Source: an optimization exercise on an open RTL-to-GDS flow (aim: small area and a short achievable clock period). Production flows keep margins and buffers that such runs may drop.
RTL that was checked went through simulation tests only; none was proved equivalent to the original.

==> job 6440: inputs <==
## nn_mac_engine
module nn_mac_engine #(
  parameter int unsigned DW      = 8,
  parameter int unsigned N_LANES = 4,
  parameter int unsigned ACC_W   = 24,
  parameter int unsigned LEN_W   = 8,
  parameter int unsigned SH_W    = 5
) (
  input  logic                    clk,
  input  logic                    rst,
  input  logic                    start,
  input  logic [LEN_W-1:0]        len,
  input  logic [SH_W-1:0]         shift,
  input  logic                    relu_en,
  input  logic [N_LANES*DW-1:0]   in_a,
  input  logic [N_LANES*DW-1:0]   in_b,
  input  logic                    in_valid,
  output logic                    in_ready,
  output logic [DW-1:0]           out_data,
  output logic                    out_valid,
  input  logic                    out_ready,
  output logic                    busy,
  output logic                    done
);
clock: 7.5 ns
lec_check: 0
abc_clock_period_in_ps: 4000
cap_margin: 20
core_margin: 2
core_utilization: 40
place_density: 0.6
setup_slack_margin: 3.5
slew_margin: 20
synth_hierarchical: 1
standard.sh (not shown) runs the stock make flow with config.mk's settings and CLKGATE_MAP_FILE= SYNTH_SCRIPT=/design/flow/synth_recipe.tcl, a recipe that flattens the netlist after the stock synthesis.
==> flow/flow/run.sh <==
#!/bin/bash
# Layout flow: the standard layout (standard.sh, unchanged synthesis), except that the
# buffers ORFS puts on the ports are the smallest plain buffer, buf_1, instead of the default
# delay-style buffer; the resizer may still size them up where timing needs it.
set -euo pipefail
bash standard.sh BUFFER_PORTS_ARGS="-buffer_cell sky130_fd_sc_hd__buf_1" finish > standard.log 2>&1
==> job 6659 (differences from job 6440) <==
--- a/flow/design.v
+++ b/flow/design.v
@@ -1231,16 +1231,15 @@
       q61 <= xs401;
       q62 <= xc402;
   end
   assign acc_fb = acc;
   assign row_a = {acc_fb[23], acc_fb[22], acc_fb[21], acc_fb[20], acc_fb[19], acc_fb[18], yi513, ys511, ys509, ys505, ys499, yc484, yc474, ys471, yc450, yc440, ys437, yc422, ys419, ys413, yc410, yc408, yc406, yc404, acc_fb[0]};
   assign row_b = {yi519, yi518, yi517, yi516, yi515, yi514, yc512, yc510, yc506, yc500, yc492, ys491, ys483, ys473, ys461, ys449, ys439, ys429, ys421, ys415, ys411, ys409, ys407, ys405, ys403};
-  logic add;
-  assign add = v & busy;
   always_ff @(posedge clk) begin
-    acc <= add ? (row_a + row_b) : (acc & {SUM_W{busy}});
+    if (!busy)  acc <= '0;
+    else if (v) acc <= row_a + row_b;
   end
   logic             sgn;
   logic             ovf_p;         
   logic             ovf_n;         
   logic [NOV-1:0]   thr;           
   logic [3:0]       sh_hi, sh_md;  
==> flow/config.mk (replaced) <==
export PLATFORM = sky130hd
export DESIGN_NAME = nn_mac_engine
export DESIGN_NICKNAME = nn_mac_engine
export VERILOG_FILES = /design/flow/design.v
export SDC_FILE = /design/flow/constraint.sdc
export NUM_CORES = 4
export LEC_CHECK = 0
export ABC_CLOCK_PERIOD_IN_PS = 4000
export CAP_MARGIN = 5
export CORE_MARGIN = 2
export CORE_UTILIZATION = 40
export PLACE_DENSITY = 0.6
export SETUP_SLACK_MARGIN = 3.5
export SLEW_MARGIN = 5
export SYNTH_HIERARCHICAL = 1
==> job 7366 (differences from job 6440) <==
--- a/flow/design.v
+++ b/flow/design.v
@@ -1231,49 +1231,39 @@
       q61 <= xs401;
       q62 <= xc402;
   end
   assign acc_fb = acc;
   assign row_a = {acc_fb[23], acc_fb[22], acc_fb[21], acc_fb[20], acc_fb[19], acc_fb[18], yi513, ys511, ys509, ys505, ys499, yc484, yc474, ys471, yc450, yc440, ys437, yc422, ys419, ys413, yc410, yc408, yc406, yc404, acc_fb[0]};
   assign row_b = {yi519, yi518, yi517, yi516, yi515, yi514, yc512, yc510, yc506, yc500, yc492, ys491, ys483, ys473, ys461, ys449, ys439, ys429, ys421, ys415, ys411, ys409, ys407, ys405, ys403};
-  logic add;
-  assign add = v & busy;
   always_ff @(posedge clk) begin
-    acc <= add ? (row_a + row_b) : (acc & {SUM_W{busy}});
+    if (!busy)  acc <= '0;
+    else if (v) acc <= row_a + row_b;
   end
   logic             sgn;
   logic             ovf_p;         
   logic             ovf_n;         
   logic [NOV-1:0]   thr;           
-  logic [3:0]       sh_hi, sh_md;  
   logic [37:0]      ext;           
-  logic [13:0]      sel_hi;        
-  logic [7:0]       sel_md;        
+  logic [21:0]      s16;           
+  logic [13:0]      s8;            
+  logic [9:0]       s4;            
+  logic [7:0]       s2;            
   logic [6:0]       low;           
   always_comb begin
     sgn = acc[SUM_W-1];
     for (int k = 0; k < NOV; k++) begin
       thr[k] = (sh <= SH_W'(k));
     end
     ovf_p = |(acc[SUM_W-2:7] & thr);
     ovf_n = |(~acc[SUM_W-2:7] & thr);
-    for (int m = 0; m < 4; m++) begin
-      sh_hi[m] = (sh[4:3] == 2'(m));
-      sh_md[m] = (sh[2:1] == 2'(m));
-    end
     ext = {{(38 - SUM_W){sgn}}, acc};
-    for (int y = 0; y < 14; y++) begin
-      sel_hi[y] = (sh_hi[0] & ext[y]) | (sh_hi[1] & ext[y + 8]) |
-                  (sh_hi[2] & ext[y + 16]) | (sh_hi[3] & ext[y + 24]);
-    end
-    for (int z = 0; z < 8; z++) begin
-      sel_md[z] = (sh_md[0] & sel_hi[z]) | (sh_md[1] & sel_hi[z + 2]) |
-                  (sh_md[2] & sel_hi[z + 4]) | (sh_md[3] & sel_hi[z + 6]);
-    end
-    for (int i = 0; i < 7; i++) begin
-      low[i] = sh[0] ? sel_md[i + 1] : sel_md[i];
-    end
+    for (int x = 0; x < 22; x++) s16[x] = sh[4] ? ext[x + 16] : ext[x];
+    for (int x = 0; x < 14; x++) s8[x]  = sh[3] ? s16[x + 8] : s16[x];
+    for (int x = 0; x < 10; x++) s4[x]  = sh[2] ? s8[x + 4]  : s8[x];
+    for (int x = 0; x < 8; x++)  s2[x]  = sh[1] ? s4[x + 2]  : s4[x];
+    for (int x = 0; x < 7; x++)  low[x] = sh[0] ? s2[x + 1]  : s2[x];
     out_data[7] = sgn & ~relu;
     for (int i = 0; i < 7; i++) begin
       out_data[i] = sgn ? (~relu & ~ovf_n & low[i]) : (ovf_p | low[i]);
     end
   end
 endmodule
==> job 5495 (differences from job 6440) <==
--- a/flow/design.v
+++ b/flow/design.v
@@ -1231,16 +1231,15 @@
       q61 <= xs401;
       q62 <= xc402;
   end
   assign acc_fb = acc;
   assign row_a = {acc_fb[23], acc_fb[22], acc_fb[21], acc_fb[20], acc_fb[19], acc_fb[18], yi513, ys511, ys509, ys505, ys499, yc484, yc474, ys471, yc450, yc440, ys437, yc422, ys419, ys413, yc410, yc408, yc406, yc404, acc_fb[0]};
   assign row_b = {yi519, yi518, yi517, yi516, yi515, yi514, yc512, yc510, yc506, yc500, yc492, ys491, ys483, ys473, ys461, ys449, ys439, ys429, ys421, ys415, ys411, ys409, ys407, ys405, ys403};
-  logic add;
-  assign add = v & busy;
   always_ff @(posedge clk) begin
-    acc <= add ? (row_a + row_b) : (acc & {SUM_W{busy}});
+    if (!busy)  acc <= '0;
+    else if (v) acc <= row_a + row_b;
   end
   logic             sgn;
   logic             ovf_p;         
   logic             ovf_n;         
   logic [NOV-1:0]   thr;           
   logic [3:0]       sh_hi, sh_md;  
==> flow/config.mk (replaced) <==
export PLATFORM = sky130hd
export DESIGN_NAME = nn_mac_engine
export DESIGN_NICKNAME = nn_mac_engine
export VERILOG_FILES = /design/flow/design.v
export SDC_FILE = /design/flow/constraint.sdc
export NUM_CORES = 4
export LEC_CHECK = 0
export ABC_CLOCK_PERIOD_IN_PS = 4000
export CAP_MARGIN = 10
export CORE_MARGIN = 2
export CORE_UTILIZATION = 40
export PLACE_DENSITY = 0.6
export SETUP_SLACK_MARGIN = 3.5
export SLEW_MARGIN = 10
export SYNTH_HIERARCHICAL = 1
==> summary of the runs <==
- Job 7366 passed the timing, DRC and antenna checks. Job 6440 went through all stages and came out clean. Job 6659 finished with timing, DRC and antenna clean. Job 5495 produced a clean layout.
- Synthesized cell count: job 5495 is smaller than job 6440 (about 0.35%).
- In clock-buffer cell count, job 6659 and job 7366 do not differ.
- In sequential share of layout area, job 6659 and job 7366 hardly differ.
- Against job 7366, the worst hold slack of job 6440 is worse by 15 ps.
==> figures <==
quantity	job 6659	job 5495	job 7366	job 6440
Met1 Resource Use GR	0.297	0.297	0.294	0.290
Clock skew	11.5 ps	11.5 ps	11.7 ps	9.22 ps
GR Layer Usage met2	0.331	0.331	0.367	0.351
Critical path startpoint	q38	q38	q38	in_a[3]
Vias per cell	5.29	5.29	5.25	5.30
Run status	timing/DRC/antenna clean	timing/DRC/antenna clean	timing/DRC/antenna clean	timing/DRC/antenna clean
No functional check of the RTL was part of job 6440 and job 7366.

==> what the ideal ports hide <==
No port has a modelled driver above. Below, the same layouts with a new extraction and two added sets of constraints. Step 1: set_driving_cell puts a clkbuf_16 on clk and a buf_2 on each other input, an assumption about the parent block. Step 2, shift: input delay + t, output delay - t, t = (earliest + latest rising clock arrival at the registers) / 2. This alone moves slack from input paths to output paths. Three values: no drivers, after step 1, after step 2; two values: the first two.
| run | shift t [ns] | setup slack, ns | slew at the worst register clock pin (ns) |
|---|---|---|---|
| job 6440 | 0.399 | 3.524 / 3.548 / 3.149 | 0.08 / 0.08 |
| job 6659 | 0.396 | 3.566 / 3.566 / 3.199 | 0.08 / 0.08 |
| job 7366 | 0.397 | 3.311 / 3.311 / 3.199 | 0.08 / 0.08 |
| job 5495 | 0.396 | 3.566 / 3.566 / 3.199 | 0.08 / 0.08 |
After both steps every run listed still meets setup and hold. The setup slack of job 6440, which loses most, moves by +0.024 ns with the drivers and by -0.375 ns with both steps.
